Source: an optimization exercise on an open RTL-to-GDS flow (aim: small area, a short achievable clock period and few clock cycles). Production flows keep margins and buffers that such runs may drop.
Where RTL was checked, it was by simulation tests only, not by an equivalence proof against the original.
No functional check of the RTL was part of run 3.

## flow/design.v (module list and top-level ports; edited modules follow where they fit)
// module jeti_cfg: 32 lines
// module jeti_sq: 908 lines
// module jeti_gm: 1105 lines
// module jeti_mu: 445 lines
// module jeti_cx: 533 lines
// module jeti_cy: 185 lines
// module jeti_esc: 321 lines
// module julia_escape_time_iterator_top: 258 lines
module julia_escape_time_iterator_top (
  input  wire logic        clk,
  input  wire logic        rst,
  input  wire logic        start,
  output      logic        busy,
  input  wire logic [9:0]  pixel_col,
  input  wire logic [9:0]  pixel_row,
  output      logic        done,
  output      logic [15:0] iteration_count,
  input  wire logic        cfg_write,
  input  wire logic [2:0]  cfg_index,
  input  wire logic [31:0] cfg_data
);
  // ...
==> flow/run.sh <==
#!/bin/bash
# synth_recipe.tcl (not shown) runs the flow's synth.tcl, then flattens the netlist and writes it again
# the make line also repeats each setting of config.mk as NAME=value (left out here)
make -C /OpenROAD-flow-scripts/flow DESIGN_CONFIG=/design/flow/config.mk WORK_HOME=/design/flow/orfs CLKGATE_MAP_FILE= SYNTH_SCRIPT=/design/flow/synth_recipe.tcl finish
==> flow/config.mk <==
export PLATFORM = sky130hd
export DESIGN_NAME = julia_escape_time_iterator_top
export DESIGN_NICKNAME = julia_escape_time_iterator_top
export VERILOG_FILES = /design/flow/design.v
export SDC_FILE = /design/flow/constraint.sdc
export NUM_CORES = 4
export LEC_CHECK = 0
export CAP_MARGIN = 20
export CORE_MARGIN = 2
export CORE_UTILIZATION = 40
export SLEW_MARGIN = 20
==> flow/constraint.sdc <==
create_clock -name core_clock -period 13.0 [get_ports {clk}]
set_input_delay 2.6000 -clock core_clock [delete_from_list [all_inputs] [get_ports {clk}]]
set_output_delay 2.6000 -clock core_clock [all_outputs]
set_load 0.01 [all_outputs]
==> notes.md, run 1 <==
FF-to-FF Start=ph[1]; post-synthesis sequential area ratio=between 10% and 20%; number of gates resized after CTS=0; Antenna Nets Post-Route=0; Syn Nets=between 10000 and 15000; fin cells=approximately 14000; Synth Area in Compound Gates=23.7%; slew margin rel.=between 10% and 20%; Placed Cells=around 14000; Yosys reg bits=~360; Synth area leader=fa_1; count leader, synth=nand2_1; max frequency=about 80 MHz; status=timing/DRC/antenna clean; multiplexer area fraction after synthesis=under 10%; Critical Path End Type=register; sequential share of cell area=10.1%; drt wl/cell=approximately 29 um; largest net degree at the start of global routing=90; Filler cells=roughly 22000; Post-Synth Simple-Gate Area=14.2%; Reg2Reg Depth=39; Crit path top cell by count=fa_1; first-pass GRT wire length=approximately 580000 um; Die Width=467 um; top cell type's share of synthesized area=29.4%; Synth Area in Adders=between 30% and 40%; hold depth=2
Testbench counts, summed over its fixed seeds: cycles 32,542.
==> module julia_escape_time_iterator_top, before the edit <==
module julia_escape_time_iterator_top (
  input  wire logic        clk,
  input  wire logic        rst,
  input  wire logic        start,
  output      logic        busy,
  input  wire logic [9:0]  pixel_col,
  input  wire logic [9:0]  pixel_row,
  output      logic        done,
  output      logic [15:0] iteration_count,
  input  wire logic        cfg_write,
  input  wire logic [2:0]  cfg_index,
  input  wire logic [31:0] cfg_data
);
  jeti_pkg::cfg_t cfg;
  jeti_cfg u_cfg (
    .clk       (clk),
    .rst       (rst),
    .cfg_write (cfg_write),
    .cfg_index (cfg_index),
    .cfg_data  (cfg_data),
    .cfg       (cfg)
  );
  logic        busy_r;
  logic        m_v, m_ph;
  logic [9:0]  m_col, m_row;
  logic [25:0] m_x;
  logic        m_xb;
  logic [9:0]  mu_cp;
  logic [20:0] mu_sh;
  logic [35:0] mu_v;
  logic        mu_big;
  assign mu_cp = m_ph ? {~m_row[9], m_row[8:0]} : {~m_col[9], m_col[8:0]};
  assign mu_sh = m_ph ? cfg.vertical_shift : cfg.horizontal_shift;
  jeti_mu u_mu (
    .cp (mu_cp),
    .iz ({1'b0, cfg.inverse_zoom}),
    .sh (mu_sh),
    .v  (mu_v)
  );
  assign mu_big = !((&mu_v[35:25]) || !(|mu_v[35:25]));
  logic        it_v, first;
  logic [1:0]  ph;
  logic [25:0] xs, ys;
  logic        xb, yb;
  logic [28:0] r1, r2;
  logic [25:0] r3;
  logic [15:0] count;
  logic        done_r;
  logic k3, k4, k2;
  assign k3 = (cfg.power_mode == jeti_pkg::MODE_CUBE);
  assign k4 = (cfg.power_mode == jeti_pkg::MODE_FOURTH);
  assign k2 = !k3 && !k4;
  logic k3p2, k3p3, k4p1, k4p2;
  assign k3p2 = k3 && (ph == 2'd2);
  assign k3p3 = k3 && (ph == 2'd3);
  assign k4p1 = k4 && (ph == 2'd1);
  assign k4p2 = k4 && (ph == 2'd2);
  logic [26:0] sq1_a, sq2_a;
  logic [57:0] sq1_s, sq1_c, sq2_s, sq2_c;
  logic [25:0] gm_r;
  logic [28:0] gm_m;
  logic [57:0] gm_s, gm_c;
  assign sq1_a = k4p2 ? r1[26:0] : {xs[25], xs};
  assign sq2_a = k4p2 ? r2[26:0] : {ys[25], ys};
  assign gm_r  = k3p3 ? ys : (k4p2 ? r3 : xs);
  assign gm_m  = k3p2 ? r1 : (k3p3 ? r2 : (k4p2 ? r1 : {{3{ys[25]}}, ys}));
  jeti_sq u_sq1 (.a(sq1_a), .s(sq1_s), .c(sq1_c));
  jeti_sq u_sq2 (.a(sq2_a), .s(sq2_s), .c(sq2_c));
  jeti_gm u_gm  (.r(gm_r), .m(gm_m), .s(gm_s), .c(gm_c));
  logic [1:0] esc_v;
  logic       esc;
  jeti_esc u_esc (
    .x0 (sq1_s[51:0]),
    .x1 (sq1_c[51:0]),
    .x2 (sq2_s[51:0]),
    .x3 (sq2_c[51:0]),
    .v  (esc_v)
  );
  assign esc = xb || yb || (|esc_v);
  logic [57:0] cx0, cx1, cx2, cx3, cx4;
  logic        cx_neg;
  logic [33:0] cx_v;
  logic [57:0] cr_row, ci_row;
  assign cr_row = {{2{cfg.constant_real[31]}}, cfg.constant_real, 24'b0};
  assign ci_row = {{2{cfg.constant_imag[31]}}, cfg.constant_imag, 24'b0};
  always_comb begin
    if (k3p2) begin
      cx0 = gm_s;
      cx1 = gm_c;
    end else if (k4p2) begin
      cx0 = {sq1_s[56:0], 1'b0};
      cx1 = {sq1_c[56:0], 1'b0};
    end else begin
      cx0 = sq1_s;
      cx1 = sq1_c;
    end
    cx_neg = k2 || k4p2;
    cx2 = cx_neg ? ~sq2_s : '0;
    cx3 = cx_neg ? ~sq2_c : '0;
    cx4 = (k2 || k3p2 || k4p2) ? cr_row : '0;
  end
  jeti_cx u_cx (
    .x0 (cx0),
    .x1 (cx1),
    .x2 (cx2),
    .x3 (cx3),
    .x4 (cx4),
    .e  (cx_neg),
    .v  (cx_v)
  );
  logic [57:0] cy0, cy1, cy2;
  logic [33:0] cy_v;
  always_comb begin
    if (k2) begin
      cy0 = {gm_s[56:0], 1'b0};
      cy1 = {gm_c[56:0], 1'b0};
    end else if (k4p2) begin
      cy0 = {gm_s[55:0], 2'b0};
      cy1 = {gm_c[55:0], 2'b0};
    end else if (k3p3 || k4p1) begin
      cy0 = gm_s;
      cy1 = gm_c;
    end else begin
      cy0 = sq2_s;
      cy1 = sq2_c;
    end
    cy2 = (k2 || k3p3 || k4p2) ? ci_row : '0;
  end
  jeti_cy u_cy (
    .x0 (cy0),
    .x1 (cy1),
    .x2 (cy2),
    .v  (cy_v)
  );
  logic cx_big, cy_big;
  assign cx_big = !((&cx_v[33:25]) || !(|cx_v[33:25]));
  assign cy_big = !((&cy_v[33:25]) || !(|cy_v[33:25]));
  logic [28:0] p1, p2;
  assign p1 = r1 - r2 - (k3 ? {r2[27:0], 1'b0} : 29'd0);
  assign p2 = r1 + (k3 ? {r1[27:0], 1'b0} : 29'd0) + (k3 ? -r2 : r2);
  logic [15:0] base, base1;
  logic        zl, lim1, stop0, fin, ld, accept;
  assign base  = first ? 16'd0 : count;
  assign base1 = base + 16'd1;
  assign zl    = first && (cfg.iteration_limit == 16'd0);
  assign lim1  = (base1 == cfg.iteration_limit);
  assign stop0 = zl || esc;
  always_comb begin
    fin = 1'b0;
    if (it_v) begin
      if (k2)              fin = stop0 || lim1;
      else if (ph == 2'd0) fin = stop0;
      else if (k3p3 || k4p2) fin = lim1;
    end
  end
  assign ld     = m_v && m_ph && (!it_v || fin);
  assign accept = start && !busy_r;
  logic m_v_n, m_ph_n, it_v_n;
  always_comb begin
    m_v_n  = m_v;
    m_ph_n = m_ph;
    if (ld) m_v_n = 1'b0;
    else if (m_v) m_ph_n = 1'b1;
    if (accept) begin
      m_v_n  = 1'b1;
      m_ph_n = 1'b0;
    end
    it_v_n = ld || (it_v && !fin);
  end
  always_ff @(posedge clk) begin
    if (rst) begin
      m_v    <= 1'b0;
      m_ph   <= 1'b0;
      it_v   <= 1'b0;
      done_r <= 1'b0;
      busy_r <= 1'b0;
    end else begin
      m_v    <= m_v_n;
      m_ph   <= m_ph_n;
      it_v   <= it_v_n;
      done_r <= fin;
      busy_r <= m_v_n && !(m_ph_n && !it_v_n);
    end
  end
  always_ff @(posedge clk) begin
    if (!busy_r) begin
      m_col <= pixel_col;
      m_row <= pixel_row;
    end
    if (m_v && !m_ph) begin
      m_x  <= mu_v[25:0];
      m_xb <= mu_big;
    end
  end
  always_ff @(posedge clk) begin
    if (ld) begin
      xs    <= m_x;
      xb    <= m_xb;
      ys    <= mu_v[25:0];
      yb    <= mu_big;
      first <= 1'b1;
      ph    <= 2'd0;
    end else if (it_v) begin
      if (k2) begin
        xs    <= cx_v[25:0];
        xb    <= cx_big;
        ys    <= cy_v[25:0];
        yb    <= cy_big;
        first <= 1'b0;
      end else begin
        case (ph)
          2'd0: begin
            r1    <= {3'b0, cx_v[25:0]};
            r2    <= {3'b0, cy_v[25:0]};
            first <= 1'b0;
            ph    <= 2'd1;
          end
          2'd1: begin
            r1 <= p1;
            r2 <= p2;
            r3 <= cy_v[25:0];
            ph <= 2'd2;
          end
          2'd2: begin
            xs <= cx_v[25:0];
            xb <= cx_big;
            if (k4) begin
              ys <= cy_v[25:0];
              yb <= cy_big;
              ph <= 2'd0;
            end else begin
              ph <= 2'd3;
            end
          end
          default: begin
            ys <= cy_v[25:0];
            yb <= cy_big;
            ph <= 2'd0;
          end
        endcase
      end
    end
  end
  always_ff @(posedge clk) begin
    if (it_v) begin
      if (k2) begin
        count <= stop0 ? base : base1;
      end else if (ph == 2'd0) begin
        count <= base;
      end else if (k3p3 || k4p2) begin
        count <= base1;
      end
    end
  end
  assign busy            = busy_r;
  assign done            = done_r;
  assign iteration_count = count;
endmodule
==> run 2: changes to the inputs <==
--- a/flow/design.v
+++ b/flow/design.v
@@ -3601,11 +3601,15 @@
     .cfg_data  (cfg_data),
     .cfg       (cfg)
   );
+  logic k3, k4, k2;
+  assign k3 = (cfg.power_mode == jeti_pkg::MODE_CUBE);
+  assign k4 = (cfg.power_mode == jeti_pkg::MODE_FOURTH);
+  assign k2 = !k3 && !k4;
   logic        busy_r;
-  logic        m_v, m_ph;
+  logic        m_v, m_ph, m_rdy;
   logic [9:0]  m_col, m_row;
-  logic [25:0] m_x;
-  logic        m_xb;
+  logic [25:0] m_x, m_y;
+  logic        m_xb, m_yb;
   logic [9:0]  mu_cp;
   logic [20:0] mu_sh;
   logic [35:0] mu_v;
@@ -3619,32 +3623,29 @@
     .v  (mu_v)
   );
   assign mu_big = !((&mu_v[35:25]) || !(|mu_v[35:25]));
-  logic        it_v, first;
-  logic [1:0]  ph;
+  logic        it_v, use_m;
+  logic        s_k2, s_p0, s_3p1, s_3p2, s_3p3, s_4p1, s_4p2;
   logic [25:0] xs, ys;
-  logic        xb, yb;
+  logic [8:0]  xu, yu;
   logic [28:0] r1, r2;
   logic [25:0] r3;
   logic [15:0] count;
   logic        done_r;
-  logic k3, k4, k2;
-  assign k3 = (cfg.power_mode == jeti_pkg::MODE_CUBE);
-  assign k4 = (cfg.power_mode == jeti_pkg::MODE_FOURTH);
-  assign k2 = !k3 && !k4;
-  logic k3p2, k3p3, k4p1, k4p2;
-  assign k3p2 = k3 && (ph == 2'd2);
-  assign k3p3 = k3 && (ph == 2'd3);
-  assign k4p1 = k4 && (ph == 2'd1);
-  assign k4p2 = k4 && (ph == 2'd2);
+  logic [25:0] xin, yin;
+  logic        big_in;
+  assign xin    = use_m ? m_x : xs;
+  assign yin    = use_m ? m_y : ys;
+  assign big_in = use_m ? (m_xb || m_yb)
+                        : (!((&xu) || !(|xu)) || !((&yu) || !(|yu)));
   logic [26:0] sq1_a, sq2_a;
   logic [57:0] sq1_s, sq1_c, sq2_s, sq2_c;
   logic [25:0] gm_r;
   logic [28:0] gm_m;
   logic [57:0] gm_s, gm_c;
-  assign sq1_a = k4p2 ? r1[26:0] : {xs[25], xs};
-  assign sq2_a = k4p2 ? r2[26:0] : {ys[25], ys};
-  assign gm_r  = k3p3 ? ys : (k4p2 ? r3 : xs);
-  assign gm_m  = k3p2 ? r1 : (k3p3 ? r2 : (k4p2 ? r1 : {{3{ys[25]}}, ys}));
+  assign sq1_a = s_4p2 ? r1[26:0] : {xin[25], xin};
+  assign sq2_a = s_4p2 ? r2[26:0] : {yin[25], yin};
+  assign gm_r  = s_3p3 ? ys : (s_4p2 ? r3 : xin);
+  assign gm_m  = (s_3p2 || s_4p2) ? r1 : (s_3p3 ? r2 : {{3{yin[25]}}, yin});
   jeti_sq u_sq1 (.a(sq1_a), .s(sq1_s), .c(sq1_c));
   jeti_sq u_sq2 (.a(sq2_a), .s(sq2_s), .c(sq2_c));
   jeti_gm u_gm  (.r(gm_r), .m(gm_m), .s(gm_s), .c(gm_c));
@@ -3657,7 +3658,7 @@
     .x3 (sq2_c[51:0]),
     .v  (esc_v)
   );
-  assign esc = xb || yb || (|esc_v);
+  assign esc = big_in || (|esc_v);
   logic [57:0] cx0, cx1, cx2, cx3, cx4;
   logic        cx_neg;
   logic [33:0] cx_v;
@@ -3665,20 +3666,20 @@
   assign cr_row = {{2{cfg.constant_real[31]}}, cfg.constant_real, 24'b0};
   assign ci_row = {{2{cfg.constant_imag[31]}}, cfg.constant_imag, 24'b0};
   always_comb begin
-    if (k3p2) begin
+    if (s_3p2) begin
       cx0 = gm_s;
       cx1 = gm_c;
-    end else if (k4p2) begin
+    end else if (s_4p2) begin
       cx0 = {sq1_s[56:0], 1'b0};
       cx1 = {sq1_c[56:0], 1'b0};
     end else begin
       cx0 = sq1_s;
       cx1 = sq1_c;
     end
-    cx_neg = k2 || k4p2;
+    cx_neg = s_k2 || s_4p2;
     cx2 = cx_neg ? ~sq2_s : '0;
     cx3 = cx_neg ? ~sq2_c : '0;
-    cx4 = (k2 || k3p2 || k4p2) ? cr_row : '0;
+    cx4 = (s_k2 || s_3p2 || s_4p2) ? cr_row : '0;
   end
   jeti_cx u_cx (
     .x0 (cx0),
@@ -3692,20 +3693,20 @@
   logic [57:0] cy0, cy1, cy2;
   logic [33:0] cy_v;
   always_comb begin
-    if (k2) begin
+    if (s_k2) begin
       cy0 = {gm_s[56:0], 1'b0};
       cy1 = {gm_c[56:0], 1'b0};
-    end else if (k4p2) begin
+    end else if (s_4p2) begin
       cy0 = {gm_s[55:0], 2'b0};
       cy1 = {gm_c[55:0], 2'b0};
-    end else if (k3p3 || k4p1) begin
+    end else if (s_3p3 || s_4p1) begin
       cy0 = gm_s;
       cy1 = gm_c;
     end else begin
       cy0 = sq2_s;
       cy1 = sq2_c;
     end
-    cy2 = (k2 || k3p3 || k4p2) ? ci_row : '0;
+    cy2 = (s_k2 || s_3p3 || s_4p2) ? ci_row : '0;
   end
   jeti_cy u_cy (
     .x0 (cy0),
@@ -3713,54 +3714,114 @@
     .x2 (cy2),
     .v  (cy_v)
   );
-  logic cx_big, cy_big;
-  assign cx_big = !((&cx_v[33:25]) || !(|cx_v[33:25]));
-  assign cy_big = !((&cy_v[33:25]) || !(|cy_v[33:25]));
   logic [28:0] p1, p2;
-  assign p1 = r1 - r2 - (k3 ? {r2[27:0], 1'b0} : 29'd0);
-  assign p2 = r1 + (k3 ? {r1[27:0], 1'b0} : 29'd0) + (k3 ? -r2 : r2);
+  assign p1 = r1 - r2 - (s_3p1 ? {r2[27:0], 1'b0} : 29'd0);
+  assign p2 = r1 + (s_3p1 ? {r1[27:0], 1'b0} : 29'd0) + (s_3p1 ? -r2 : r2);
   logic [15:0] base, base1;
-  logic        zl, lim1, stop0, fin, ld, accept;
-  assign base  = first ? 16'd0 : count;
+  logic        zl, lim1, stop0, fin, go;
+  assign base  = use_m ? 16'd0 : count;
   assign base1 = base + 16'd1;
-  assign zl    = first && (cfg.iteration_limit == 16'd0);
+  assign zl    = use_m && (cfg.iteration_limit == 16'd0);
   assign lim1  = (base1 == cfg.iteration_limit);
   assign stop0 = zl || esc;
   always_comb begin
     fin = 1'b0;
     if (it_v) begin
-      if (k2)              fin = stop0 || lim1;
-      else if (ph == 2'd0) fin = stop0;
-      else if (k3p3 || k4p2) fin = lim1;
+      if (s_k2)               fin = stop0 || lim1;
+      else if (s_p0)          fin = stop0;
+      else if (s_3p3 || s_4p2) fin = lim1;
     end
   end
-  assign ld     = m_v && m_ph && (!it_v || fin);
+  assign go = m_rdy && (!it_v || fin);
+  always_ff @(posedge clk) begin
+    if (rst) begin
+      it_v  <= 1'b0;
+      use_m <= 1'b0;
+      s_k2  <= 1'b0;
+      s_p0  <= 1'b0;
+      s_3p1 <= 1'b0;
+      s_3p2 <= 1'b0;
+      s_3p3 <= 1'b0;
+      s_4p1 <= 1'b0;
+      s_4p2 <= 1'b0;
+    end else begin
+      it_v  <= go || (it_v && !fin);
+      use_m <= go;
+      if (go) begin
+        s_k2  <= k2;
+        s_p0  <= !k2;
+        s_3p1 <= 1'b0;
+        s_3p2 <= 1'b0;
+        s_3p3 <= 1'b0;
+        s_4p1 <= 1'b0;
+        s_4p2 <= 1'b0;
+      end else if (it_v) begin
+        s_p0  <= s_3p3 || s_4p2;
+        s_3p1 <= s_p0 && k3;
+        s_4p1 <= s_p0 && k4;
+        s_3p2 <= s_3p1;
+        s_4p2 <= s_4p1;
+        s_3p3 <= s_3p2;
+      end
+    end
+  end
+  always_ff @(posedge clk) begin
+    if (s_k2 || s_3p2 || s_4p2) begin
+      xs <= cx_v[25:0];
+      xu <= cx_v[33:25];
+    end else if (s_p0 && use_m) begin
+      xs <= m_x;
+      xu <= {m_xb ^ m_x[25], {8{m_x[25]}}};
+    end
+    if (s_k2 || s_3p3 || s_4p2) begin
+      ys <= cy_v[25:0];
+      yu <= cy_v[33:25];
+    end else if (s_p0 && use_m) begin
+      ys <= m_y;
+      yu <= {m_yb ^ m_y[25], {8{m_y[25]}}};
+    end
+    if (s_p0) begin
+      r1 <= {3'b0, cx_v[25:0]};
+      r2 <= {3'b0, cy_v[25:0]};
+    end else if (s_3p1 || s_4p1) begin
+      r1 <= p1;
+      r2 <= p2;
+    end
+    if (s_4p1) r3 <= cy_v[25:0];
+    if (it_v) begin
+      if (s_k2)                 count <= stop0 ? base : base1;
+      else if (s_p0)            count <= base;
+      else if (s_3p3 || s_4p2)  count <= base1;
+    end
+  end
+  always_ff @(posedge clk) begin
+    if (rst) done_r <= 1'b0;
+    else     done_r <= fin;
+  end
+  logic accept;
   assign accept = start && !busy_r;
-  logic m_v_n, m_ph_n, it_v_n;
+  logic m_v_n, m_ph_n, m_rdy_n, m_adv;
   always_comb begin
-    m_v_n  = m_v;
-    m_ph_n = m_ph;
-    if (ld) m_v_n = 1'b0;
-    else if (m_v) m_ph_n = 1'b1;
+    m_adv   = m_v && (m_ph || !m_rdy);
+    m_v_n   = m_v && !(m_adv && m_ph);
+    m_ph_n  = m_v && m_adv && !m_ph ? 1'b1 : m_ph;
+    m_rdy_n = (m_rdy && !go) || (m_adv && m_ph);
     if (accept) begin
       m_v_n  = 1'b1;
       m_ph_n = 1'b0;
     end
-    it_v_n = ld || (it_v && !fin);
   end
   always_ff @(posedge clk) begin
     if (rst) begin
       m_v    <= 1'b0;
       m_ph   <= 1'b0;
-      it_v   <= 1'b0;
-      done_r <= 1'b0;
+      m_rdy  <= 1'b0;
       busy_r <= 1'b0;
     end else begin
       m_v    <= m_v_n;
       m_ph   <= m_ph_n;
-      it_v   <= it_v_n;
-      done_r <= fin;
-      busy_r <= m_v_n && !(m_ph_n && !it_v_n);
+      m_rdy  <= m_rdy_n;
+      busy_r <= m_v_n && !m_ph_n;
     end
   end
   always_ff @(posedge clk) begin
@@ -3768,69 +3829,13 @@
       m_col <= pixel_col;
       m_row <= pixel_row;
     end
-    if (m_v && !m_ph) begin
+    if (m_adv && !m_ph) begin
       m_x  <= mu_v[25:0];
       m_xb <= mu_big;
     end
-  end
-  always_ff @(posedge clk) begin
-    if (ld) begin
-      xs    <= m_x;
-      xb    <= m_xb;
-      ys    <= mu_v[25:0];
-      yb    <= mu_big;
-      first <= 1'b1;
-      ph    <= 2'd0;
-    end else if (it_v) begin
-      if (k2) begin
-        xs    <= cx_v[25:0];
-        xb    <= cx_big;
-        ys    <= cy_v[25:0];
-        yb    <= cy_big;
-        first <= 1'b0;
-      end else begin
-        case (ph)
-          2'd0: begin
-            r1    <= {3'b0, cx_v[25:0]};
-            r2    <= {3'b0, cy_v[25:0]};
-            first <= 1'b0;
-            ph    <= 2'd1;
-          end
-          2'd1: begin
-            r1 <= p1;
-            r2 <= p2;
-            r3 <= cy_v[25:0];
-            ph <= 2'd2;
-          end
-          2'd2: begin
-            xs <= cx_v[25:0];
-            xb <= cx_big;
-            if (k4) begin
-              ys <= cy_v[25:0];
-              yb <= cy_big;
-              ph <= 2'd0;
-            end else begin
-              ph <= 2'd3;
-            end
-          end
-          default: begin
-            ys <= cy_v[25:0];
-            yb <= cy_big;
-            ph <= 2'd0;
-          end
-        endcase
-      end
-    end
-  end
-  always_ff @(posedge clk) begin
-    if (it_v) begin
-      if (k2) begin
-        count <= stop0 ? base : base1;
-      end else if (ph == 2'd0) begin
-        count <= base;
-      end else if (k3p3 || k4p2) begin
-        count <= base1;
-      end
+    if (m_adv && m_ph) begin
+      m_y  <= mu_v[25:0];
+      m_yb <= mu_big;
     end
   end
   assign busy            = busy_r;
--- a/flow/config.mk
+++ b/flow/config.mk
@@ -8,4 +8,5 @@
 export CAP_MARGIN = 20
 export CORE_MARGIN = 2
 export CORE_UTILIZATION = 40
+export SETUP_SLACK_MARGIN = 5
 export SLEW_MARGIN = 20
==> run 2 against run 1 <==
- clock-buffer cell count rose by 6
- sequential share of layout area grew 0.12 points
- global-route usage increased by 3.6 points
- via count rose by 7.7%
- synthesized area grew 2.1%
- critical path type unchanged
- still clean
- largest cell class unchanged
==> notes.md, run 2 <==
status=timing/DRC/antenna clean; Hold Path Sink=u_cfg.cfg[31]; Largest regs=u_cfg.cfg (155), r1 (29), r2 (29); syn avg cell area=7.73 um^2; commonest non-fill, non-tap cell in the layout=nand2_1; largest net degree at the start of global routing=76 (-16%); Slew @ Worst Pin=around 1.2 ns; Synth async-reset ratio=0%; RSZ-0062 raised after global routing=true; core area=between 200000 and 250000 um^2; Synth Cell Area=approximately 88000 um^2; die area=around 220000 um^2; dpl hpwl=about 340000 um; initial cell density of the core=roughly two fifths; drt total wl=459000 um; ratio of cells with drive above 1 in the final layout=15.7%; root buf cell=clkbuf_16; CP required=around 14 ns; Reg2Reg Setup Slack=between 2 and 3 ns; worst flop-to-flop path endpoint=xu[6]; busiest layer in global routing=met2; first-pass GRT wire length=643000 um (+11%); Slew Viols, Final=0; slowest stage delay, CP=0.59 ns; number of synthesized flops with an enable pin=~240; Tmin final=~10 ns; GPL Wtd Cong=about 1.0; max frequency=98.5 MHz (+24%); clock sink count=slightly above 400; all-layer global routing usage=about two fifths; htree depth=2; CP max FO=8; drt wl/cell=32.2 um (+10%); GR Util met2=57.6%; hold depth=2 (unchanged); Filler cells=21000 (-4.4%); vias in the first global route=approximately 87000; Critical Path End Type=register; multi-input logic area=72400 um^2; Synth Flop Type=edfxtp_1; fin crit share=around four fifths; Setup CP Type=register to register; Reg2Reg Depth=41 (+5.1%); worst min-delay path class=register to register; Post-synth top cells=nand2_1, inv_1, fa_1; area grow syn2layout=18.4%; Syn Nets=13100 (+1.0%); Yosys reg bits=411 (+13%); Arr. time, crit path=10.67 ns; met1 Use GR=about half; Largest Register=u_cfg.cfg; top cell type's share of synthesized area=28.9% (-0.43 points); Register Area=between 10000 and 15000 um^2; Syn Inst Count=11400; clk latency of the worst-skew pair=between 0.6 and 0.7 ns; Netlist cell types=97; Die Width=472 um (+1.1%); Crit-path slowest cell=fa_2; Clock Skew=0.0279 ns; Synth area leader=fa_1; Area contributors post-synth=fa_1, edfxtp_1, nand2_1; Worst setup SP type=register; num rows=roughly 170; post-synthesis sequential area ratio=12.1% (+1.2 points); Antenna Nets Post-Route=0 (unchanged); Min-Delay Startpoint=u_cfg.cfg[31]; commonest non-fill, non-tap cells in the layout=nand2_1, inv_1, fa_1; DRT Pass-1 Iters=10; # setup viols final=0; CTS buffer count=51; PortBufs=76; TNS Setup=0 ns; grt total ovfl=0; DRT iter0 DRCs=13400; DRC viols=0; TritonCTS clock tree=yes; FF-to-FF Start=use_m; DR vias=just over 90000; max reg flops=155; I/O pin count=77; vias per cell=roughly 6.4; slew margin rel.=16.6% (-1.7 points); Reg clk slew, reported paths=about 0.070 ns; antenna violations before repair=20; count leader, synth=nand2_1; final hold vios=0; die height=472 um; net count of the finished layout=roughly 13000; YS warnings=2; max-cap violations=0; GR met3 Demand/Resource=roughly a tenth; clk buf depth=3
==> run 2: per-stage QoR <==
stage | instances | setup slack, ns | hold WS, ns | utilization [%] | cell area, um^2
5_1_grt | 14300 | 2.77 | 0.468 | 47.7 | 104000
2_1_floorplan | 11400 | 3.80 | 0.432 | - | 88800
4_1_cts | 14000 | 3.00 | 0.454 | 46.0 | 100000
3_3_place_gp | 13700 | 1.22 | 0.439 | 42.4 | 92300
3_5_place_dp | 13700 | 1.35 | 0.445 | 42.4 | 92300
6_report | 14300 | 2.84 | 0.454 | 47.8 | 104000
==> run 2: layer usage <==
metal  routed length (um)  share of wire [%]  vias up
met4                39600                8.6       14
li1                     -                  -    38100
met1               174000                 38    45400
met2               189000                 41     6780
met5                   82              0.018        -
met3                56800                 12     1620
==> run 2: area by class of cell <==
cell class | instances | area share (%)
Sequential cell | 411 | 10.2
Multi-Input combinational cell | 8446 | 69.7
Clock buffer | 71 | 1.43
Clock inverter | 24 | 0.276
Timing Repair Buffer | 889 | 9.13
Antenna cell | 16 | 0.0385
Tap cell | 2854 | 3.44
Inverter | 1554 | 5.80
==> run 2: logic make-up after synthesis <==
| kind of cell | synth area share, % |
|---|---|
| compound gates | 22.8 |
| simple gates | 14.1 |
| flops | 12.1 |
| mux | 2.32 |
| fa+ha+maj | 35.3 |
| xor+xnor | 2.63 |
| buf+inv | 10.8 |
==> run 2: critical path, delay by kind of cell, from the launching register on <==
family	cells	cell delay, ns
adder cells (fa/ha/maj)	10	4.47
flip-flops	1	0.44
multiplexers	1	0.26
AND/OR/NAND/NOR	4	0.81
buffers and inverters	11	1.36
AO/OA/AOI/OAI	15	2.60
==> run 2: worst max path at each step <==
stage,startpoint,endpoint,slack [ns],cells past startpoint
floorplan,use_m,xu[8],3.80,43
global placement,use_m,xu[8],1.22,36
detailed placement,s_4p2,xu[8],1.35,37
CTS,use_m,xu[8],3.00,41
global route,use_m,xu[8],2.77,42
finish,use_m,xu[6],2.84,41
==> run 2: timing repair <==
item                       4_1_cts  5_1_grt
hold buffers                     0        0
cloned                          34       20
setup endpoints to repair      179      175
pin swaps                      102       78
resized for setup              755      440
buffers inserted               218      189
Testbench counts of run 2, summed over its fixed seeds: cycles 32,823.
==> run 3: changes to the inputs <==
--- a/flow/design.v
+++ b/flow/design.v
@@ -3606,10 +3606,11 @@
   assign k4 = (cfg.power_mode == jeti_pkg::MODE_FOURTH);
   assign k2 = !k3 && !k4;
   logic        busy_r;
-  logic        m_v, m_ph, m_rdy;
+  logic        m_v, m_ph;
   logic [9:0]  m_col, m_row;
-  logic [25:0] m_x, m_y;
-  logic        m_xb, m_yb;
+  logic [3:0]  m_tag;
+  logic [25:0] m_x;
+  logic        m_xb;
   logic [9:0]  mu_cp;
   logic [20:0] mu_sh;
   logic [35:0] mu_v;
@@ -3623,42 +3624,73 @@
     .v  (mu_v)
   );
   assign mu_big = !((&mu_v[35:25]) || !(|mu_v[35:25]));
-  logic        it_v, use_m;
-  logic        s_k2, s_p0, s_3p1, s_3p2, s_3p3, s_4p1, s_4p2;
-  logic [25:0] xs, ys;
-  logic [8:0]  xu, yu;
-  logic [28:0] r1, r2;
-  logic [25:0] r3;
-  logic [15:0] count;
-  logic        done_r;
-  logic [25:0] xin, yin;
-  logic        big_in;
-  assign xin    = use_m ? m_x : xs;
-  assign yin    = use_m ? m_y : ys;
-  assign big_in = use_m ? (m_xb || m_yb)
-                        : (!((&xu) || !(|xu)) || !((&yu) || !(|yu)));
+  logic        a_v, a_first;
+  logic [1:0]  a_ph;
+  logic [25:0] a_x, a_y;
+  logic        a_xb, a_yb;
+  logic [28:0] a_r1, a_r2;
+  logic [25:0] a_r3;
+  logic [15:0] a_cnt;
+  logic [3:0]  a_tag;
+  logic a_k3p2, a_k3p3, a_k4p2;
+  assign a_k3p2 = k3 && (a_ph == 2'd2);
+  assign a_k3p3 = k3 && (a_ph == 2'd3);
+  assign a_k4p2 = k4 && (a_ph == 2'd2);
   logic [26:0] sq1_a, sq2_a;
   logic [57:0] sq1_s, sq1_c, sq2_s, sq2_c;
   logic [25:0] gm_r;
   logic [28:0] gm_m;
   logic [57:0] gm_s, gm_c;
-  assign sq1_a = s_4p2 ? r1[26:0] : {xin[25], xin};
-  assign sq2_a = s_4p2 ? r2[26:0] : {yin[25], yin};
-  assign gm_r  = s_3p3 ? ys : (s_4p2 ? r3 : xin);
-  assign gm_m  = (s_3p2 || s_4p2) ? r1 : (s_3p3 ? r2 : {{3{yin[25]}}, yin});
+  assign sq1_a = a_k4p2 ? a_r1[26:0] : {a_x[25], a_x};
+  assign sq2_a = a_k4p2 ? a_r2[26:0] : {a_y[25], a_y};
+  assign gm_r  = a_k3p3 ? a_y : (a_k4p2 ? a_r3 : a_x);
+  assign gm_m  = a_k3p2 ? a_r1 : (a_k3p3 ? a_r2 : (a_k4p2 ? a_r1 : {{3{a_y[25]}}, a_y}));
   jeti_sq u_sq1 (.a(sq1_a), .s(sq1_s), .c(sq1_c));
   jeti_sq u_sq2 (.a(sq2_a), .s(sq2_s), .c(sq2_c));
   jeti_gm u_gm  (.r(gm_r), .m(gm_m), .s(gm_s), .c(gm_c));
+  logic        b_v, b_first;
+  logic [1:0]  b_ph;
+  logic [25:0] b_x, b_y;
+  logic        b_xb, b_yb;
+  logic [28:0] b_r1, b_r2;
+  logic [25:0] b_r3;
+  logic [15:0] b_cnt;
+  logic [3:0]  b_tag;
+  logic [57:0] b_sq1s, b_sq1c, b_sq2s, b_sq2c, b_gms, b_gmc;
+  always_ff @(posedge clk) begin
+    b_first <= a_first;
+    b_ph    <= a_ph;
+    b_x     <= a_x;
+    b_y     <= a_y;
+    b_xb    <= a_xb;
+    b_yb    <= a_yb;
+    b_r1    <= a_r1;
+    b_r2    <= a_r2;
+    b_r3    <= a_r3;
+    b_cnt   <= a_cnt;
+    b_tag   <= a_tag;
+    b_sq1s  <= sq1_s;
+    b_sq1c  <= sq1_c;
+    b_sq2s  <= sq2_s;
+    b_sq2c  <= sq2_c;
+    b_gms   <= gm_s;
+    b_gmc   <= gm_c;
+  end
+  logic b_k3p2, b_k3p3, b_k4p1, b_k4p2;
+  assign b_k3p2 = k3 && (b_ph == 2'd2);
+  assign b_k3p3 = k3 && (b_ph == 2'd3);
+  assign b_k4p1 = k4 && (b_ph == 2'd1);
+  assign b_k4p2 = k4 && (b_ph == 2'd2);
   logic [1:0] esc_v;
   logic       esc;
   jeti_esc u_esc (
-    .x0 (sq1_s[51:0]),
-    .x1 (sq1_c[51:0]),
-    .x2 (sq2_s[51:0]),
-    .x3 (sq2_c[51:0]),
+    .x0 (b_sq1s[51:0]),
+    .x1 (b_sq1c[51:0]),
+    .x2 (b_sq2s[51:0]),
+    .x3 (b_sq2c[51:0]),
     .v  (esc_v)
   );
-  assign esc = big_in || (|esc_v);
+  assign esc = b_xb || b_yb || (|esc_v);
   logic [57:0] cx0, cx1, cx2, cx3, cx4;
   logic        cx_neg;
   logic [33:0] cx_v;
@@ -3666,20 +3698,20 @@
   assign cr_row = {{2{cfg.constant_real[31]}}, cfg.constant_real, 24'b0};
   assign ci_row = {{2{cfg.constant_imag[31]}}, cfg.constant_imag, 24'b0};
   always_comb begin
-    if (s_3p2) begin
-      cx0 = gm_s;
-      cx1 = gm_c;
-    end else if (s_4p2) begin
-      cx0 = {sq1_s[56:0], 1'b0};
-      cx1 = {sq1_c[56:0], 1'b0};
+    if (b_k3p2) begin
+      cx0 = b_gms;
+      cx1 = b_gmc;
+    end else if (b_k4p2) begin
+      cx0 = {b_sq1s[56:0], 1'b0};
+      cx1 = {b_sq1c[56:0], 1'b0};
     end else begin
-      cx0 = sq1_s;
-      cx1 = sq1_c;
+      cx0 = b_sq1s;
+      cx1 = b_sq1c;
     end
-    cx_neg = s_k2 || s_4p2;
-    cx2 = cx_neg ? ~sq2_s : '0;
-    cx3 = cx_neg ? ~sq2_c : '0;
-    cx4 = (s_k2 || s_3p2 || s_4p2) ? cr_row : '0;
+    cx_neg = k2 || b_k4p2;
+    cx2 = cx_neg ? ~b_sq2s : '0;
+    cx3 = cx_neg ? ~b_sq2c : '0;
+    cx4 = (k2 || b_k3p2 || b_k4p2) ? cr_row : '0;
   end
   jeti_cx u_cx (
     .x0 (cx0),
@@ -3693,20 +3725,20 @@
   logic [57:0] cy0, cy1, cy2;
   logic [33:0] cy_v;
   always_comb begin
-    if (s_k2) begin
-      cy0 = {gm_s[56:0], 1'b0};
-      cy1 = {gm_c[56:0], 1'b0};
-    end else if (s_4p2) begin
-      cy0 = {gm_s[55:0], 2'b0};
-      cy1 = {gm_c[55:0], 2'b0};
-    end else if (s_3p3 || s_4p1) begin
-      cy0 = gm_s;
-      cy1 = gm_c;
+    if (k2) begin
+      cy0 = {b_gms[56:0], 1'b0};
+      cy1 = {b_gmc[56:0], 1'b0};
+    end else if (b_k4p2) begin
+      cy0 = {b_gms[55:0], 2'b0};
+      cy1 = {b_gmc[55:0], 2'b0};
+    end else if (b_k3p3 || b_k4p1) begin
+      cy0 = b_gms;
+      cy1 = b_gmc;
     end else begin
-      cy0 = sq2_s;
-      cy1 = sq2_c;
+      cy0 = b_sq2s;
+      cy1 = b_sq2c;
     end
-    cy2 = (s_k2 || s_3p3 || s_4p2) ? ci_row : '0;
+    cy2 = (k2 || b_k3p3 || b_k4p2) ? ci_row : '0;
   end
   jeti_cy u_cy (
     .x0 (cy0),
@@ -3714,132 +3746,184 @@
     .x2 (cy2),
     .v  (cy_v)
   );
+  logic cx_big, cy_big;
+  assign cx_big = !((&cx_v[33:25]) || !(|cx_v[33:25]));
+  assign cy_big = !((&cy_v[33:25]) || !(|cy_v[33:25]));
   logic [28:0] p1, p2;
-  assign p1 = r1 - r2 - (s_3p1 ? {r2[27:0], 1'b0} : 29'd0);
-  assign p2 = r1 + (s_3p1 ? {r1[27:0], 1'b0} : 29'd0) + (s_3p1 ? -r2 : r2);
+  assign p1 = b_r1 - b_r2 - (k3 ? {b_r2[27:0], 1'b0} : 29'd0);
+  assign p2 = b_r1 + (k3 ? {b_r1[27:0], 1'b0} : 29'd0) + (k3 ? -b_r2 : b_r2);
   logic [15:0] base, base1;
-  logic        zl, lim1, stop0, fin, go;
-  assign base  = use_m ? 16'd0 : count;
+  logic        zl, lim1, stop0;
+  assign base  = b_first ? 16'd0 : b_cnt;
   assign base1 = base + 16'd1;
-  assign zl    = use_m && (cfg.iteration_limit == 16'd0);
+  assign zl    = b_first && (cfg.iteration_limit == 16'd0);
   assign lim1  = (base1 == cfg.iteration_limit);
   assign stop0 = zl || esc;
+  logic        n_first;
+  logic [1:0]  n_ph;
+  logic [25:0] n_x, n_y;
+  logic        n_xb, n_yb;
+  logic [28:0] n_r1, n_r2;
+  logic [25:0] n_r3;
+  logic [15:0] n_cnt;
+  logic        fin;
   always_comb begin
-    fin = 1'b0;
-    if (it_v) begin
-      if (s_k2)               fin = stop0 || lim1;
-      else if (s_p0)          fin = stop0;
-      else if (s_3p3 || s_4p2) fin = lim1;
+    n_first = 1'b0;
+    n_ph    = b_ph;
+    n_x     = b_x;
+    n_xb    = b_xb;
+    n_y     = b_y;
+    n_yb    = b_yb;
+    n_r1    = b_r1;
+    n_r2    = b_r2;
+    n_r3    = b_r3;
+    n_cnt   = b_cnt;
+    fin     = 1'b0;
+    if (k2) begin
+      n_x   = cx_v[25:0];
+      n_xb  = cx_big;
+      n_y   = cy_v[25:0];
+      n_yb  = cy_big;
+      n_ph  = 2'd0;
+      n_cnt = stop0 ? base : base1;
+      fin   = stop0 || lim1;
+    end else begin
+      case (b_ph)
+        2'd0: begin
+          n_r1  = {3'b0, cx_v[25:0]};
+          n_r2  = {3'b0, cy_v[25:0]};
+          n_cnt = base;
+          n_ph  = 2'd1;
+          fin   = stop0;
+        end
+        2'd1: begin
+          n_r1 = p1;
+          n_r2 = p2;
+          n_r3 = cy_v[25:0];
+          n_ph = 2'd2;
+        end
+        2'd2: begin
+          n_x  = cx_v[25:0];
+          n_xb = cx_big;
+          if (k4) begin
+            n_y   = cy_v[25:0];
+            n_yb  = cy_big;
+            n_ph  = 2'd0;
+            n_cnt = base1;
+            fin   = lim1;
+          end else begin
+            n_ph = 2'd3;
+          end
+        end
+        default: begin
+          n_y   = cy_v[25:0];
+          n_yb  = cy_big;
+          n_ph  = 2'd0;
+          n_cnt = base1;
+          fin   = lim1;
+        end
+      endcase
     end
+    if (!b_v) fin = 1'b0;
   end
-  assign go = m_rdy && (!it_v || fin);
+  logic ld, accept, free_b;
+  assign free_b = !b_v || fin;
+  assign ld     = m_v && m_ph && free_b;
+  assign accept = start && !busy_r;
   always_ff @(posedge clk) begin
-    if (rst) begin
-      it_v  <= 1'b0;
-      use_m <= 1'b0;
-      s_k2  <= 1'b0;
-      s_p0  <= 1'b0;
-      s_3p1 <= 1'b0;
-      s_3p2 <= 1'b0;
-      s_3p3 <= 1'b0;
-      s_4p1 <= 1'b0;
-      s_4p2 <= 1'b0;
+    if (ld) begin
+      a_x     <= m_x;
+      a_xb    <= m_xb;
+      a_y     <= mu_v[25:0];
+      a_yb    <= mu_big;
+      a_first <= 1'b1;
+      a_ph    <= 2'd0;
+      a_tag   <= m_tag;
     end else begin
-      it_v  <= go || (it_v && !fin);
-      use_m <= go;
-      if (go) begin
-        s_k2  <= k2;
-        s_p0  <= !k2;
-        s_3p1 <= 1'b0;
-        s_3p2 <= 1'b0;
-        s_3p3 <= 1'b0;
-        s_4p1 <= 1'b0;
-        s_4p2 <= 1'b0;
-      end else if (it_v) begin
-        s_p0  <= s_3p3 || s_4p2;
-        s_3p1 <= s_p0 && k3;
-        s_4p1 <= s_p0 && k4;
-        s_3p2 <= s_3p1;
-        s_4p2 <= s_4p1;
-        s_3p3 <= s_3p2;
-      end
-    end
+      a_x     <= n_x;
+      a_xb    <= n_xb;
+      a_y     <= n_y;
+      a_yb    <= n_yb;
+      a_first <= n_first;
+      a_ph    <= n_ph;
+      a_tag   <= b_tag;
+    end
+    a_r1  <= n_r1;
+    a_r2  <= n_r2;
+    a_r3  <= n_r3;
+    a_cnt <= n_cnt;
   end
+  logic [15:0] rob [16];
+  logic [15:0] rv;
+  logic [3:0]  head, tail;
+  logic [4:0]  nout;
+  logic        done_r;
+  logic [15:0] out_cnt;
+  logic        out_rob, out_now, to_rob;
+  assign out_rob = rv[head];
+  assign out_now = out_rob || (fin && (b_tag == head));
+  assign to_rob  = fin && (b_tag != head);
   always_ff @(posedge clk) begin
-    if (s_k2 || s_3p2 || s_4p2) begin
-      xs <= cx_v[25:0];
-      xu <= cx_v[33:25];
-    end else if (s_p0 && use_m) begin
-      xs <= m_x;
-      xu <= {m_xb ^ m_x[25], {8{m_x[25]}}};
-    end
-    if (s_k2 || s_3p3 || s_4p2) begin
-      ys <= cy_v[25:0];
-      yu <= cy_v[33:25];
-    end else if (s_p0 && use_m) begin
-      ys <= m_y;
-      yu <= {m_yb ^ m_y[25], {8{m_y[25]}}};
-    end
-    if (s_p0) begin
-      r1 <= {3'b0, cx_v[25:0]};
-      r2 <= {3'b0, cy_v[25:0]};
-    end else if (s_3p1 || s_4p1) begin
-      r1 <= p1;
-      r2 <= p2;
-    end
-    if (s_4p1) r3 <= cy_v[25:0];
-    if (it_v) begin
-      if (s_k2)                 count <= stop0 ? base : base1;
-      else if (s_p0)            count <= base;
-      else if (s_3p3 || s_4p2)  count <= base1;
+    for (int i = 0; i < 16; i++) begin
+      if (to_rob && (b_tag == 4'(i))) rob[i] <= n_cnt;
     end
+    out_cnt <= out_rob ? rob[head] : n_cnt;
   end
-  always_ff @(posedge clk) begin
-    if (rst) done_r <= 1'b0;
-    else     done_r <= fin;
-  end
-  logic accept;
-  assign accept = start && !busy_r;
-  logic m_v_n, m_ph_n, m_rdy_n, m_adv;
+  logic m_v_n, m_ph_n, a_v_n;
+  logic [4:0] nout_n;
   always_comb begin
-    m_adv   = m_v && (m_ph || !m_rdy);
-    m_v_n   = m_v && !(m_adv && m_ph);
-    m_ph_n  = m_v && m_adv && !m_ph ? 1'b1 : m_ph;
-    m_rdy_n = (m_rdy && !go) || (m_adv && m_ph);
+    m_v_n  = m_v;
+    m_ph_n = m_ph;
+    if (ld) m_v_n = 1'b0;
+    else if (m_v) m_ph_n = 1'b1;
     if (accept) begin
       m_v_n  = 1'b1;
       m_ph_n = 1'b0;
     end
+    a_v_n  = ld || (b_v && !fin);
+    nout_n = nout + 5'(accept) - 5'(out_now);
   end
   always_ff @(posedge clk) begin
     if (rst) begin
       m_v    <= 1'b0;
       m_ph   <= 1'b0;
-      m_rdy  <= 1'b0;
+      a_v    <= 1'b0;
+      b_v    <= 1'b0;
+      done_r <= 1'b0;
       busy_r <= 1'b0;
+      rv     <= '0;
+      head   <= '0;
+      tail   <= '0;
+      nout   <= '0;
     end else begin
       m_v    <= m_v_n;
       m_ph   <= m_ph_n;
-      m_rdy  <= m_rdy_n;
-      busy_r <= m_v_n && !m_ph_n;
+      a_v    <= a_v_n;
+      b_v    <= a_v;
+      done_r <= out_now;
+      busy_r <= (m_v_n && !(m_ph_n && !a_v)) || (nout_n == 5'd16);
+      for (int i = 0; i < 16; i++) begin
+        if (to_rob && (b_tag == 4'(i))) rv[i] <= 1'b1;
+        else if (out_rob && (head == 4'(i))) rv[i] <= 1'b0;
+      end
+      if (out_now) head <= head + 4'd1;
+      if (accept)  tail <= tail + 4'd1;
+      nout <= nout_n;
     end
   end
   always_ff @(posedge clk) begin
     if (!busy_r) begin
       m_col <= pixel_col;
       m_row <= pixel_row;
+      m_tag <= tail;
     end
-    if (m_adv && !m_ph) begin
+    if (m_v && !m_ph) begin
       m_x  <= mu_v[25:0];
       m_xb <= mu_big;
     end
-    if (m_adv && m_ph) begin
-      m_y  <= mu_v[25:0];
-      m_yb <= mu_big;
-    end
   end
   assign busy            = busy_r;
   assign done            = done_r;
-  assign iteration_count = count;
+  assign iteration_count = out_cnt;
 endmodule
 `default_nettype wire
==> run 3 against run 2 <==
- clock-buffer cell count increased by 103
- design area is 13% higher
- fmax increased by 31%
- clock skew rose by 0.041 ns
- wire length down 4.8%
- critical endpoint is now a_r1[18]
- highest routed layer is now met4
==> notes.md, run 3 <==
Area contributors post-synth=fa_1, dfxtp_1, edfxtp_1; ratio of cells with drive above 1 in the final layout=6.50% (-9.2 points); die area=276000 um^2 (+24%); Clock Skew=0.0688 ns (+0.0409 ns); Slew Viols, Final=0 (unchanged); CP max FO=208 (+200); Yosys reg bits=1146 (+180%); num rows=191 (+12%); vias in the first global route=91500 (+4.6%); grt total ovfl=0 (unchanged); Synth async-reset ratio=0% (unchanged); Synth Cell Area=109000 um^2 (+24%); Synth Flop Type=dfxtp_1; Area after DPL=113000 um^2 (+22%); status=timing/DRC/antenna clean; # setup viols final=0 (unchanged); max reg flops=256 (+65%); max-cap violations=0 (unchanged); antenna violations before repair=14 (-30%); Die Width=525 um (+11%); clock sink count=1146 (+180%); TNS Setup=0 ns (unchanged); Reg2Reg Setup Slack=5.27 ns (+2.43 ns); Largest regs=rob (256), u_cfg.cfg (155), b_gms (54); htree depth=4 (+2); DRT iter0 DRCs=13200 (-1.3%); number of synthesized flops with an enable pin=307 (+30%); clk latency of the worst-skew pair=0.85 ns (+0.18 ns); top cell type's share of synthesized area=23.4% (-5.5 points); Arr. time, crit path=8.40 ns (-2.27 ns); clk buf depth=3 (unchanged); first-pass GRT wire length=636000 um (-1.1%); RSZ-0062 raised after global routing=true; vias per cell=6.03 (-6.3%); post-synthesis sequential area ratio=23.9% (+12 points); drt wl/cell=27.0 um (-16%); core area=271000 um^2 (+24%); commonest non-fill, non-tap cell in the layout=nand2_1; Antenna Nets Post-Route=0 (unchanged); fin crit share=59.5% (-19 points); Worst setup SP type=register; all-layer global routing usage=30.9% (-8.7 points); root buf cell=clkbuf_16; TritonCTS clock tree=yes; Filler cells=26900 (+28%); syn avg cell area=8.30 um^2 (+7.4%); fin area=118000 um^2 (+13%); worst min-delay path class=register to register; Layout Utilization=43.5% (-4.2 points); Post-synth top cells=nand2_1, inv_1, fa_1; Largest Register=rob; CTS buffer count=138 (+170%); GPL Wtd Cong=1.03 (about the same); largest net degree at the start of global routing=209 (+180%); hold buffers post-CTS=0 (unchanged); hold slack=0.306 ns (-0.148 ns); Slew @ Worst Pin=1.27 ns (+0.0216 ns); CP required=13.67 ns (+0.15 ns); Reg clk slew, reported paths=0.06 ns (about the same); DRC viols=0 (unchanged); drt total wl=437000 um (-4.8%); max frequency=129 MHz (+31%); Critical Path End Type=register; dpl hpwl=316000 um (-5.8%); final hold vios=0 (unchanged); initial cell density of the core=40.2% (-0.18 points); YS warnings=3 (+1); Syn Inst Count=13100 (+15%); DRT Pass-1 Iters=7 (-3); I/O pin count=77 (unchanged); die height=525 um (+11%); Syn Nets=14900 (+13%); Netlist cell types=96 (-1.0%); net count of the finished layout=14300 (+8.9%); count leader, synth=nand2_1; commonest non-fill, non-tap cells in the layout=nand2_1, inv_1, fa_1; Synth area leader=fa_1; Tmin final=7.73 ns (-2.43 ns); DR vias=97700 (+6.4%); slew margin rel.=14.5% (-2.1 points); Setup CP Type=register to register; PortBufs=76 (unchanged); area grow syn2layout=8.37%
## run 3: cell families after synthesis
family	Yosys count	synth area share (%)
AOI/OAI and AO/OA	3771	21.2
and+or+nand+nor	3450	13.3
buffers and inverters	2517	8.72
adders and majority gates	1736	28.7
DFF	1146	23.9
xor gates and xnor gates	262	2.11
muxes	206	1.99
## run 3: metrics by stage
step	cells	setup slack, ns
after CTS	16200	4.97
after global placement	15900	4.64
after global routing	16200	4.92
after detailed placement	15900	4.63
after floorplan	13100	5.98
final	16200	5.27
## run 3: timing repair
item                       in CTS  in global routing
pin swaps                       0                  1
cloned                          0                  1
setup endpoints to repair       2                 57
setup buffers                   0                  5
resized for setup               6                 29
## run 3: routing by layer
layer | global-route usage (%) | part of all wire (%) | wire, um | up-vias
met4 | 17.9 | 7.0 | 30700 | 0
met3 | 7.12 | 11 | 46400 | 1068
li1 | - | - | - | 43100
met1 | 40.9 | 39 | 171000 | 47900
met2 | 46.2 | 43 | 189000 | 5582
met5 | 0 | 0 | 0 | -
## run 3: critical path: stages (launching register included)
cell      delay [ns]
dfxtp_1         0.34
inv_1           0.07
ha_2            0.46
nand2_1         0.31
nor2_4          0.18
buf_12          0.44
nor2_1          0.25
a22o_1          0.27
fa_1            0.46
ha_1            0.31
fa_1            0.44
ha_1            0.32
and3_1          0.18
o2111a_1        0.17
o211a_1         0.23
a211o_1         0.35
a21oi_2         0.54
a21oi_1         0.37
a21o_1          0.29
a21o_1          0.22
xnor2_1         0.70
o21ai_0         0.17
a21oi_1         0.16
a21oi_1         0.05
## run 3: final cells by class
cell class / count / area, um^2 / share of cell area, %
Multi-Input combinational cell: 9426 / 73900 / 62.7
Inverter: 1404 / 5290 / 4.49
Antenna cell: 12 / 30.0 / 0.0255
Sequential cell: 1146 / 26000 / 22.1
Clock inverter: 77 / 1140 / 0.967
Timing Repair Buffer: 387 / 3160 / 2.68
Tap cell: 3570 / 4470 / 3.79
Clock buffer: 174 / 3780 / 3.21
## run 3: final timing paths
| path | cells past startpoint | end | startpoint |
|---|---|---|---|
| worst max-delay path | 23 | a_r1[18] | u_cfg.cfg[1] |
| worst min-delay path | 0 | b_cnt[4] | a_cnt[4] |
| worst max register to register | 23 | a_r1[18] | u_cfg.cfg[1] |
| worst min register to register | 0 | b_cnt[4] | a_cnt[4] |

-- separate check: timing with driven ports --
The results above use ideal ports. As a check the final layouts listed here were re-extracted and re-timed, cells and wires unchanged.
Step 1 sets driving cells, clkbuf_16 on the clock port and buf_2 on the other inputs (assumed; they add their load-dependent delay and slew).
Step 2 moves the port delays by t, midway between the first and last clock arrival at a register: inputs arrive t later, outputs are due t later. That takes back most of the time a late clock gives input paths.
Slacks: no drivers / after step 1 / after step 2; pairs: no drivers / after step 1.
run | t, ns | setup WS [ns] | worst setup path after step 2
run 1 | 0.704 | 0.415 / 0.415 / 0.415 | register to register
run 2 | 0.759 | 2.844 / 2.844 / 2.844 | register to register
run 3 | 0.908 | 5.270 / 5.270 / 5.270 | register to register
After both steps setup and hold are still met in every run listed.
